From an optimization exercise on the open Yosys and OpenROAD flow, aimed at small area; shortcuts taken in it are not production practice. In this exercise RTL edits were held to simulation tests only and were not proved equivalent to the original.

--- flow/run.sh ---
#!/bin/bash
# synth_recipe.tcl (not shown) runs the flow's synth.tcl, then flattens the netlist and writes it again
# the make line also repeats each setting of config.mk as NAME=value (left out here)
make -C /OpenROAD-flow-scripts/flow DESIGN_CONFIG=/design/flow/config.mk WORK_HOME=/design/flow/orfs CLKGATE_MAP_FILE= SYNTH_SCRIPT=/design/flow/synth_recipe.tcl finish
--- flow/config.mk ---
export PLATFORM = sky130hd
export DESIGN_NAME = cmfs_top
export DESIGN_NICKNAME = cmfs_top
export VERILOG_FILES = /design/flow/design.v
export SDC_FILE = /design/flow/constraint.sdc
export NUM_CORES = 4
export LEC_CHECK = 0
export CAP_MARGIN = 20
export CORE_MARGIN = 2
export CORE_UTILIZATION = 40
export SLEW_MARGIN = 20
--- flow/constraint.sdc ---
create_clock -name core_clock -period 4.5 [get_ports {clk}]
set_input_delay 0.9000 -clock core_clock [delete_from_list [all_inputs] [get_ports {clk}]]
set_output_delay 0.9000 -clock core_clock [all_outputs]
set_load 0.01 [all_outputs]
--- flow/design.v ---
package cmfs_pkg;
	localparam int COMPONENT_BITS = 16;
	localparam int FRAC_BITS      = 12;
	localparam int MAG_W   = COMPONENT_BITS;      
	localparam int ACC_W   = COMPONENT_BITS + 1;  
	localparam int COORD_W = FRAC_BITS + 1;       
	localparam logic [COORD_W-1:0] COORD_HALF = COORD_W'(1) << (FRAC_BITS - 1);
	localparam logic [2:0] FACE_POS_X = 3'd0;
	localparam logic [2:0] FACE_NEG_X = 3'd1;
	localparam logic [2:0] FACE_POS_Y = 3'd2;
	localparam logic [2:0] FACE_NEG_Y = 3'd3;
	localparam logic [2:0] FACE_POS_Z = 3'd4;
	localparam logic [2:0] FACE_NEG_Z = 3'd5;
	typedef struct packed {
		logic signed [COMPONENT_BITS-1:0] dir_x;
		logic signed [COMPONENT_BITS-1:0] dir_y;
		logic signed [COMPONENT_BITS-1:0] dir_z;
	} cmfs_in_t;
	typedef struct packed {
		logic [2:0]         face;
		logic [COORD_W-1:0] coord_u;
		logic [COORD_W-1:0] coord_v;
		logic               zero_vector;
	} cmfs_out_t;
endpackage
import cmfs_pkg::*;
module cube_map_face_select_unit (
	input  logic                clk,
	input  logic                arst_n,
	input  logic                start,
	output logic                busy,
	input  cmfs_pkg::cmfs_in_t  dir,
	output logic                done,
	output cmfs_pkg::cmfs_out_t res
);
	function automatic logic [ACC_W:0] div_step(
		input logic [ACC_W-1:0] r,
		input logic [MAG_W-1:0] m,
		input logic             dbl,
		input logic             shl
	);
		logic [ACC_W-1:0] t;
		logic [ACC_W-1:0] d;
		t = shl ? {r[ACC_W-2:0], 1'b0} : r;
		d = dbl ? {m, 1'b0} : {1'b0, m};
		if (t >= d) begin
			div_step = {1'b1, t - d};
		end else begin
			div_step = {1'b0, t};
		end
	endfunction
	assign busy = 1'b0;
	logic                      vld_s1;
	logic signed [MAG_W-1:0]   x_s1, y_s1, z_s1;
	logic        [MAG_W-1:0]   ax_s1, ay_s1, az_s1;
	always_ff @(posedge clk or negedge arst_n) begin
		if (!arst_n) begin
			vld_s1 <= 1'b0;
		end else begin
			vld_s1 <= start & ~busy;
		end
	end
	always_ff @(posedge clk) begin
		x_s1  <= dir.dir_x;
		y_s1  <= dir.dir_y;
		z_s1  <= dir.dir_z;
		ax_s1 <= dir.dir_x[MAG_W-1] ? MAG_W'(-dir.dir_x) : MAG_W'(dir.dir_x);
		ay_s1 <= dir.dir_y[MAG_W-1] ? MAG_W'(-dir.dir_y) : MAG_W'(dir.dir_y);
		az_s1 <= dir.dir_z[MAG_W-1] ? MAG_W'(-dir.dir_z) : MAG_W'(dir.dir_z);
	end
	logic                      vld_s2;
	logic        [2:0]         face_s2;
	logic        [MAG_W-1:0]   m_s2;
	logic signed [ACC_W-1:0]   uc_s2, vc_s2;
	logic                      zero_s2;
	logic signed [ACC_W-1:0]   xe, ye, ze;
	logic                      z_major, y_major;
	logic        [2:0]         face_c;
	logic        [MAG_W-1:0]   m_c;
	logic signed [ACC_W-1:0]   uc_c, vc_c;
	always_comb begin
		xe      = ACC_W'(x_s1);
		ye      = ACC_W'(y_s1);
		ze      = ACC_W'(z_s1);
		z_major = (az_s1 >= ax_s1) && (az_s1 >= ay_s1);
		y_major = (ay_s1 >= ax_s1) && (ay_s1 >= az_s1);
		if (z_major) begin
			m_c  = az_s1;
			vc_c = ye;
			if (z_s1 > 0) begin
				face_c = FACE_POS_Z;
				uc_c   = xe;
			end else begin
				face_c = FACE_NEG_Z;
				uc_c   = -xe;
			end
		end else if (y_major) begin
			m_c  = ay_s1;
			uc_c = xe;
			if (y_s1 > 0) begin
				face_c = FACE_POS_Y;
				vc_c   = -ze;
			end else begin
				face_c = FACE_NEG_Y;
				vc_c   = ze;
			end
		end else begin
			m_c  = ax_s1;
			vc_c = ye;
			if (x_s1 > 0) begin
				face_c = FACE_POS_X;
				uc_c   = -ze;
			end else begin
				face_c = FACE_NEG_X;
				uc_c   = ze;
			end
		end
	end
	always_ff @(posedge clk or negedge arst_n) begin
		if (!arst_n) begin
			vld_s2 <= 1'b0;
		end else begin
			vld_s2 <= vld_s1;
		end
	end
	always_ff @(posedge clk) begin
		face_s2 <= face_c;
		m_s2    <= m_c;
		uc_s2   <= uc_c;
		vc_s2   <= vc_c;
		zero_s2 <= (ax_s1 == '0) && (ay_s1 == '0) && (az_s1 == '0);
	end
	logic                      vld_s3;
	logic        [2:0]         face_s3;
	logic        [MAG_W-1:0]   m_s3;
	logic        [ACC_W-1:0]   au_s3, av_s3;
	logic                      zero_s3;
	logic signed [ACC_W:0]     su, sv;
	always_comb begin
		su = (ACC_W+1)'(uc_s2) + $signed({2'b00, m_s2});
		sv = (ACC_W+1)'(vc_s2) + $signed({2'b00, m_s2});
	end
	always_ff @(posedge clk or negedge arst_n) begin
		if (!arst_n) begin
			vld_s3 <= 1'b0;
		end else begin
			vld_s3 <= vld_s2;
		end
	end
	always_ff @(posedge clk) begin
		face_s3 <= face_s2;
		m_s3    <= m_s2;
		au_s3   <= su[ACC_W-1:0];
		av_s3   <= sv[ACC_W-1:0];
		zero_s3 <= zero_s2;
	end
	logic               vld_sd  [0:FRAC_BITS];
	logic [2:0]         face_sd [0:FRAC_BITS];
	logic [MAG_W-1:0]   m_sd    [0:FRAC_BITS];
	logic               zero_sd [0:FRAC_BITS];
	logic [ACC_W-1:0]   ru_sd   [0:FRAC_BITS];
	logic [ACC_W-1:0]   rv_sd   [0:FRAC_BITS];
	logic [COORD_W-1:0] qu_sd   [0:FRAC_BITS];
	logic [COORD_W-1:0] qv_sd   [0:FRAC_BITS];
	for (genvar k = 0; k <= FRAC_BITS; k++) begin : g_div
		logic               vld_in;
		logic [2:0]         face_in;
		logic [MAG_W-1:0]   m_in;
		logic               zero_in;
		logic [ACC_W-1:0]   ru_in, rv_in;
		logic [COORD_W-1:0] qu_in, qv_in;
		logic [ACC_W:0]     stp_u, stp_v;
		if (k == 0) begin : g_head
			assign vld_in  = vld_s3;
			assign face_in = face_s3;
			assign m_in    = m_s3;
			assign zero_in = zero_s3;
			assign ru_in   = au_s3;
			assign rv_in   = av_s3;
			assign qu_in   = '0;
			assign qv_in   = '0;
		end else begin : g_body
			assign vld_in  = vld_sd[k-1];
			assign face_in = face_sd[k-1];
			assign m_in    = m_sd[k-1];
			assign zero_in = zero_sd[k-1];
			assign ru_in   = ru_sd[k-1];
			assign rv_in   = rv_sd[k-1];
			assign qu_in   = qu_sd[k-1];
			assign qv_in   = qv_sd[k-1];
		end
		assign stp_u = div_step(ru_in, m_in, k == 0, k >= 2);
		assign stp_v = div_step(rv_in, m_in, k == 0, k >= 2);
		always_ff @(posedge clk or negedge arst_n) begin
			if (!arst_n) begin
				vld_sd[k] <= 1'b0;
			end else begin
				vld_sd[k] <= vld_in;
			end
		end
		always_ff @(posedge clk) begin
			face_sd[k] <= face_in;
			m_sd[k]    <= m_in;
			zero_sd[k] <= zero_in;
			ru_sd[k]   <= stp_u[ACC_W-1:0];
			rv_sd[k]   <= stp_v[ACC_W-1:0];
			qu_sd[k]   <= {qu_in[COORD_W-2:0], stp_u[ACC_W]};
			qv_sd[k]   <= {qv_in[COORD_W-2:0], stp_v[ACC_W]};
		end
	end
	assign done            = vld_sd[FRAC_BITS];
	assign res.face        = face_sd[FRAC_BITS];
	assign res.coord_u     = zero_sd[FRAC_BITS] ? COORD_HALF : qu_sd[FRAC_BITS];
	assign res.coord_v     = zero_sd[FRAC_BITS] ? COORD_HALF : qv_sd[FRAC_BITS];
	assign res.zero_vector = zero_sd[FRAC_BITS];
endmodule
module cmfs_top (
	input  logic        clk,
	input  logic        arst_n,
	input  logic        start,
	output logic        busy,
	input  logic [15:0] dir_x,
	input  logic [15:0] dir_y,
	input  logic [15:0] dir_z,
	output logic        done,
	output logic [2:0]  face,
	output logic [12:0] coord_u,
	output logic [12:0] coord_v,
	output logic        zero_vector
);
	cmfs_pkg::cmfs_in_t  dir_w;
	cmfs_pkg::cmfs_out_t res_w;
	assign dir_w.dir_x = dir_x;
	assign dir_w.dir_y = dir_y;
	assign dir_w.dir_z = dir_z;
	cube_map_face_select_unit u_unit (
		.clk    (clk),
		.arst_n (arst_n),
		.start  (start),
		.busy   (busy),
		.dir    (dir_w),
		.done   (done),
		.res    (res_w)
	);
	assign face        = res_w.face;
	assign coord_u     = res_w.coord_u;
	assign coord_v     = res_w.coord_v;
	assign zero_vector = res_w.zero_vector;
endmodule
==> run notes <==
The flow ran to the end and the layout has no timing, DRC or antenna violations. The floorplan row count was 127; the delay of the slowest cell on the worst path was 0.40 ns. Maximum buffer depth of the clock tree: 3. Die area: 123,000 um2.

The data arrival time of the critical path is 4.55 ns. Relative to the synthesized area, the layout overhead comes to 13.8%. The run gives 0 as the aggregate global routing overflow. The worst setup path is launched from a flop. The tools report the worst setup path startpoint as u_unit.z_s1[0]$_DFF_P_. The number of placed instances, taps included, is 6,534. The worst pin sits at a relative slew slack of 27.2%. Post-detailed-placement half-perimeter wirelength: 95,700 um.

The number of setup buffers added after CTS is 0. Count of flip-flops with a built-in enable after synthesis: 0. The measured slew at the worst slew-check pin works out to 1.09 ns.

Data on the critical path is required at its endpoint by 5.09 ns. TritonCTS built the clock tree. Static timing analysis puts the maximum clock frequency at 0.252 GHz.

The via count of the first global-routing pass is 33.6k, and the core footprint is 120,000 um2. The commonest register cell after synthesis was sky130_fd_sc_hd__dfxtp_1. Ranked by total cell area, the synthesized netlist is headed by sky130_fd_sc_hd__dfxtp_1 (42%), sky130_fd_sc_hd__ha_1 (13%), sky130_fd_sc_hd__mux2_2 (5.7%). The net total in the final layout was 5,608. The startpoint identified for the worst register-to-register timing path is u_unit.z_s1[0]$_DFF_P_. Setup repair after global routing left no endpoint under its margin. Summing every instance area after synthesis gives 48,200 um2.

Entering global routing, the biggest net connects 46 pins. The area taken by multi-input logic gates was 26,000 um2. The worst setup skew after layout came out at 0.0352 ns. The maximum net fanout on the critical path works out to 8. The top cell types in the final layout, fill and taps aside, are sky130_fd_sc_hd__dfxtp_1 (1,013), sky130_fd_sc_hd__ha_1 (501), sky130_fd_sc_hd__inv_1 (354), sky130_fd_sc_hd__nor2_1 (290), sky130_fd_sc_hd__xnor2_1 (284). In the synthesized netlist, the number of instances is 4,878. The H-tree was split into 3 levels. Measured along the x axis, the die boundary spans 351 um. For this run, asynchronously set or reset flops after synthesis account for 1.55%. Counting the fill cells in the layout gives 11.3k.

For this run, the detailed router's first-pass iteration total came to 5. For this design the top-level I/O count stands at 83. The root buffer cell chosen for the clock tree is sky130_fd_sc_hd__clkbuf_16.

The number of antenna violations at the first check in global routing is 1. The tightest min-delay check is of the flop to flop type. Of all cell types, the one taking the most synthesized area is sky130_fd_sc_hd__dfxtp_1. Averaged over all synthesized cells, the footprint is 9.89 um2. The final-report setup violation count is 0, and the violation count after the first detailed-routing iteration is 2,342. During synthesis, Yosys emitted a total of 9 warnings. Once the floorplan was initialized, standard cells occupied 40.3% of the core.

For flop-to-flop paths, the worst setup slack is 0.54 ns. After detailed routing, the average wire length per cell comes to 18.0 um. Synthesis produced a netlist with a net count of 5,456. The count of max-cap constraint violations came out at 0. The worst hold path passes through 0 cells. The number of gates resized after CTS was 0.

The count of buffers from port buffering is 81, and the worst-case reg-to-reg path depth is 16. The post-route netlist has 9.91% of its cells at a drive strength greater than 1. The share of synthesized area in the top cell type comes to 42.0%. The critical path goes through inv_1, ha_1, or3b_4, or3_4, or3_1, nor2_1, nand2_1, or3_1, ha_1, inv_1, o41ai_1, o21ai_0, nor2_1, nand2_1, nand2_1, a221o_1. The run gives 6,730 as the number of standard cells in the layout, taps in and fillers out. The floorplan step set the die height to 351 um. The congestion estimate from routability-driven global placement came to 0.909.

The overall routing resource usage was 19.4%. The final number of hold-violating endpoints is 0. Among cell families on the critical path, the largest total delay comes from simple AND/OR/NAND/NOR gates. Across the whole layout, storage elements account for 20,700 um2. The cell occurring most often along the worst timing path was sky130_fd_sc_hd__nand2_1.

Counting the buffers created by CTS gives 106. The final critical path takes up 88.1% of the cycle. The global-route wire length before repair was 188,000 um; the worst slack at placement was 0.581 ns. The clock-pin slew on the worst setup and hold paths was 0.06 ns.

STA classifies the critical path endpoint as a flop. Detailed routing inserted a total of 35.1k vias. Capture point of the worst path: u_unit.uc_s2[13]$_DFF_P_. After routing, the total negative slack on setup checks comes to 0 ns. Most common library cell in the layout ignoring fill and taps: sky130_fd_sc_hd__dfxtp_1.

Across all setup checks in the final design, the least slack found is 0.535 ns. The routed design has 121,000 um of wire. The critical path contains buffers and inverters numbering 2 combined. Buffers inserted to repair hold after CTS numbered 0.

The routed via count divided by cell count came out at 5.21. Number of nets with antenna violations after detailed routing: 0. The number of different library cells used by synthesis comes to 78.

For this design, the slowest cell found on the critical path is sky130_fd_sc_hd__or3b_4. The worst setup path is of the flop to flop kind. The clock latency on the worst-skew pair is 0.70 ns, and the synthesized flop and latch total is 1,029. In this run the critical register-to-register path is captured at u_unit.uc_s2[13]$_DFF_P_. The share of the Yosys chip area taken by registers is 42.9%.

The tree built by TritonCTS fans out to 1,029 sinks. Logic depth of the worst path, buffers included: 16. The worst path needs 3.96 ns of the cycle, external delays included.

The logs give 0 for the number of max-slew violations in the final report and 0 for the post-route DRC violation count.
cell usage after synthesis (12+ instances only):
| cell | n |
|---|---|
| sky130_fd_sc_hd__nand3b_1 | 19 |
| sky130_fd_sc_hd__ha_1 | 501 |
| sky130_fd_sc_hd__and4_1 | 15 |
| sky130_fd_sc_hd__a31oi_1 | 29 |
| sky130_fd_sc_hd__clkbuf_1 | 42 |
| sky130_fd_sc_hd__inv_1 | 354 |
| sky130_fd_sc_hd__a221o_1 | 36 |
| sky130_fd_sc_hd__a41o_1 | 12 |
| sky130_fd_sc_hd__o21a_1 | 78 |
| sky130_fd_sc_hd__nor2_1 | 290 |
| sky130_fd_sc_hd__dfxtp_1 | 1013 |
| sky130_fd_sc_hd__nand4_1 | 44 |
| sky130_fd_sc_hd__o2111ai_1 | 30 |
| sky130_fd_sc_hd__a211oi_1 | 23 |
| sky130_fd_sc_hd__o31a_1 | 29 |
| sky130_fd_sc_hd__o211ai_1 | 22 |
| sky130_fd_sc_hd__o31ai_1 | 50 |
| sky130_fd_sc_hd__nor4_1 | 24 |
| sky130_fd_sc_hd__o41ai_1 | 17 |
| sky130_fd_sc_hd__xor2_1 | 103 |
| sky130_fd_sc_hd__a21o_1 | 64 |
| sky130_fd_sc_hd__o21bai_1 | 19 |
| sky130_fd_sc_hd__dfrtp_1 | 16 |
| sky130_fd_sc_hd__nand2b_1 | 70 |
| sky130_fd_sc_hd__nand3_1 | 101 |
| sky130_fd_sc_hd__a21boi_0 | 14 |
| sky130_fd_sc_hd__fa_1 | 26 |
| sky130_fd_sc_hd__or2_2 | 18 |
| sky130_fd_sc_hd__and3_1 | 38 |
| sky130_fd_sc_hd__xnor2_1 | 284 |
| sky130_fd_sc_hd__o21ai_0 | 275 |
| sky130_fd_sc_hd__nor3_1 | 144 |
| sky130_fd_sc_hd__mux2_2 | 245 |
| sky130_fd_sc_hd__o21ai_1 | 12 |
| sky130_fd_sc_hd__mux2i_1 | 23 |
| sky130_fd_sc_hd__a21oi_1 | 250 |
| sky130_fd_sc_hd__a211o_1 | 19 |
| sky130_fd_sc_hd__buf_2 | 17 |
| sky130_fd_sc_hd__nor2b_1 | 95 |
| sky130_fd_sc_hd__nand2_1 | 269 |
| sky130_fd_sc_hd__or3_1 | 42 |
worst register-to-register path, stage by stage, from the launching register on:
cell	delay [ns]
sky130_fd_sc_hd__dfxtp_1	0.37
sky130_fd_sc_hd__inv_1	0.17
sky130_fd_sc_hd__ha_1	0.20
sky130_fd_sc_hd__or3b_4	0.40
sky130_fd_sc_hd__or3_4	0.35
sky130_fd_sc_hd__or3_1	0.34
sky130_fd_sc_hd__nor2_1	0.12
sky130_fd_sc_hd__nand2_1	0.08
sky130_fd_sc_hd__or3_1	0.32
sky130_fd_sc_hd__ha_1	0.29
sky130_fd_sc_hd__inv_1	0.18
sky130_fd_sc_hd__o41ai_1	0.15
sky130_fd_sc_hd__o21ai_0	0.23
sky130_fd_sc_hd__nor2_1	0.14
sky130_fd_sc_hd__nand2_1	0.10
sky130_fd_sc_hd__nand2_1	0.06
sky130_fd_sc_hd__a221o_1	0.35
state kept, by name (all words and copies together), names as in the netlist, 3 cells and up:
| signal | cells |
|---|---|
| u_unit.m_sd | 192 |
| u_unit.m_s2 | 16 |
| u_unit.vc_s2 | 17 |
| u_unit.vld_sd | 13 |
| u_unit.face_s3 | 3 |
| u_unit.qv_sd | 91 |
| u_unit.uc_s2 | 17 |
| u_unit.x_s1 | 16 |
| u_unit.face_s2 | 3 |
| u_unit.zero_sd | 13 |
| u_unit.ay_s1 | 15 |
| u_unit.m_s3 | 16 |
| u_unit.y_s1 | 16 |
| u_unit.ru_sd | 193 |
| u_unit.qu_sd | 91 |
| u_unit.rv_sd | 193 |
| u_unit.z_s1 | 16 |
| u_unit.au_s3 | 17 |
| u_unit.av_s3 | 17 |
| u_unit.az_s1 | 15 |
| u_unit.face_sd | 39 |
| u_unit.ax_s1 | 15 |
layer usage:
| layer | up-vias | wire length, um | GRT usage [%] |
|---|---|---|---|
| met5 | - | 0 | 0 |
| met4 | 0 | 2860 | 5.65 |
| met3 | 175 | 5210 | 2.43 |
| met2 | 724 | 54600 | 31.4 |
| met1 | 16600 | 58400 | 26.9 |
| li1 | 17600 | - | - |
layout make-up:
type	instances	area share, %
sequential	1029	37.7
tap	1612	3.67
clock buffer	149	5.70
inverter	354	2.42
antenna	1	0.00456
multi-input combinational	3430	47.3
clock inverter	46	1.32
timing repair buffer	109	1.86
kinds of logic after synthesis:
group           after synthesis  share of synthesized area, %
simple gates               1203                          12.3
compound gates             1041                          14.1
flops                      1029                          42.9
fa+ha+maj                   527                          14.1
buf+inv                     419                          3.35
xor+xnor                    387                          7.03
mux                         271                          6.27
other cells                   1                       0.00777
how the worst min path moves through the flow:
stage	start	to	slack (ns)
final	u_unit.qv_sd[11][2]$_DFF_P_	u_unit.qv_sd[12][3]$_DFF_P_	0.31
after global placement	u_unit.qu_sd[10][6]$_DFF_P_	u_unit.qu_sd[11][7]$_DFF_P_	0.31
after floorplan	u_unit.face_s2[0]$_DFF_P_	u_unit.face_s3[0]$_DFF_P_	0.31
after detailed placement	u_unit.face_sd[1][0]$_DFF_P_	u_unit.face_sd[2][0]$_DFF_P_	0.31
after global routing	u_unit.qv_sd[11][2]$_DFF_P_	u_unit.qv_sd[12][3]$_DFF_P_	0.31
after CTS	u_unit.qv_sd[11][2]$_DFF_P_	u_unit.qv_sd[12][3]$_DFF_P_	0.32
per-stage QoR:
step / utilization (%) / hold slack, ns / cell area [um2]
2_1_floorplan: - / 0.310 / 48200
4_1_cts: 45.8 / 0.316 / 54900
5_1_grt: 45.8 / 0.315 / 54900
3_5_place_dp: 42.6 / 0.312 / 51000
3_3_place_gp: 42.6 / 0.310 / 51000
6_report: 45.8 / 0.310 / 54900

-- port drivers added, routing unchanged --
In the flow no input, the clock included, has a driving cell. The finished layout below was timed again as built, in two steps. Step 1: set_driving_cell puts a clkbuf_16 on clk and a buf_2 on each other input, an assumption about the parent block. Step 2, shift: input delay + t, output delay - t, t = (earliest + latest rising clock arrival at the registers) / 2. This alone moves slack from input paths to output paths. Three values: ideal ports, drivers, drivers and shift; two values: the first two.
t (ns): 0.751
setup WS [ns]: 0.535 / 0.535 / 0.535
worst setup path after step 2: register to register
cell pins on the clock port's net: 1
After both steps setup and hold are still met in this run. For this run, drivers alone change the setup slack by 0.000 ns; drivers and shift together by 0.000 ns.
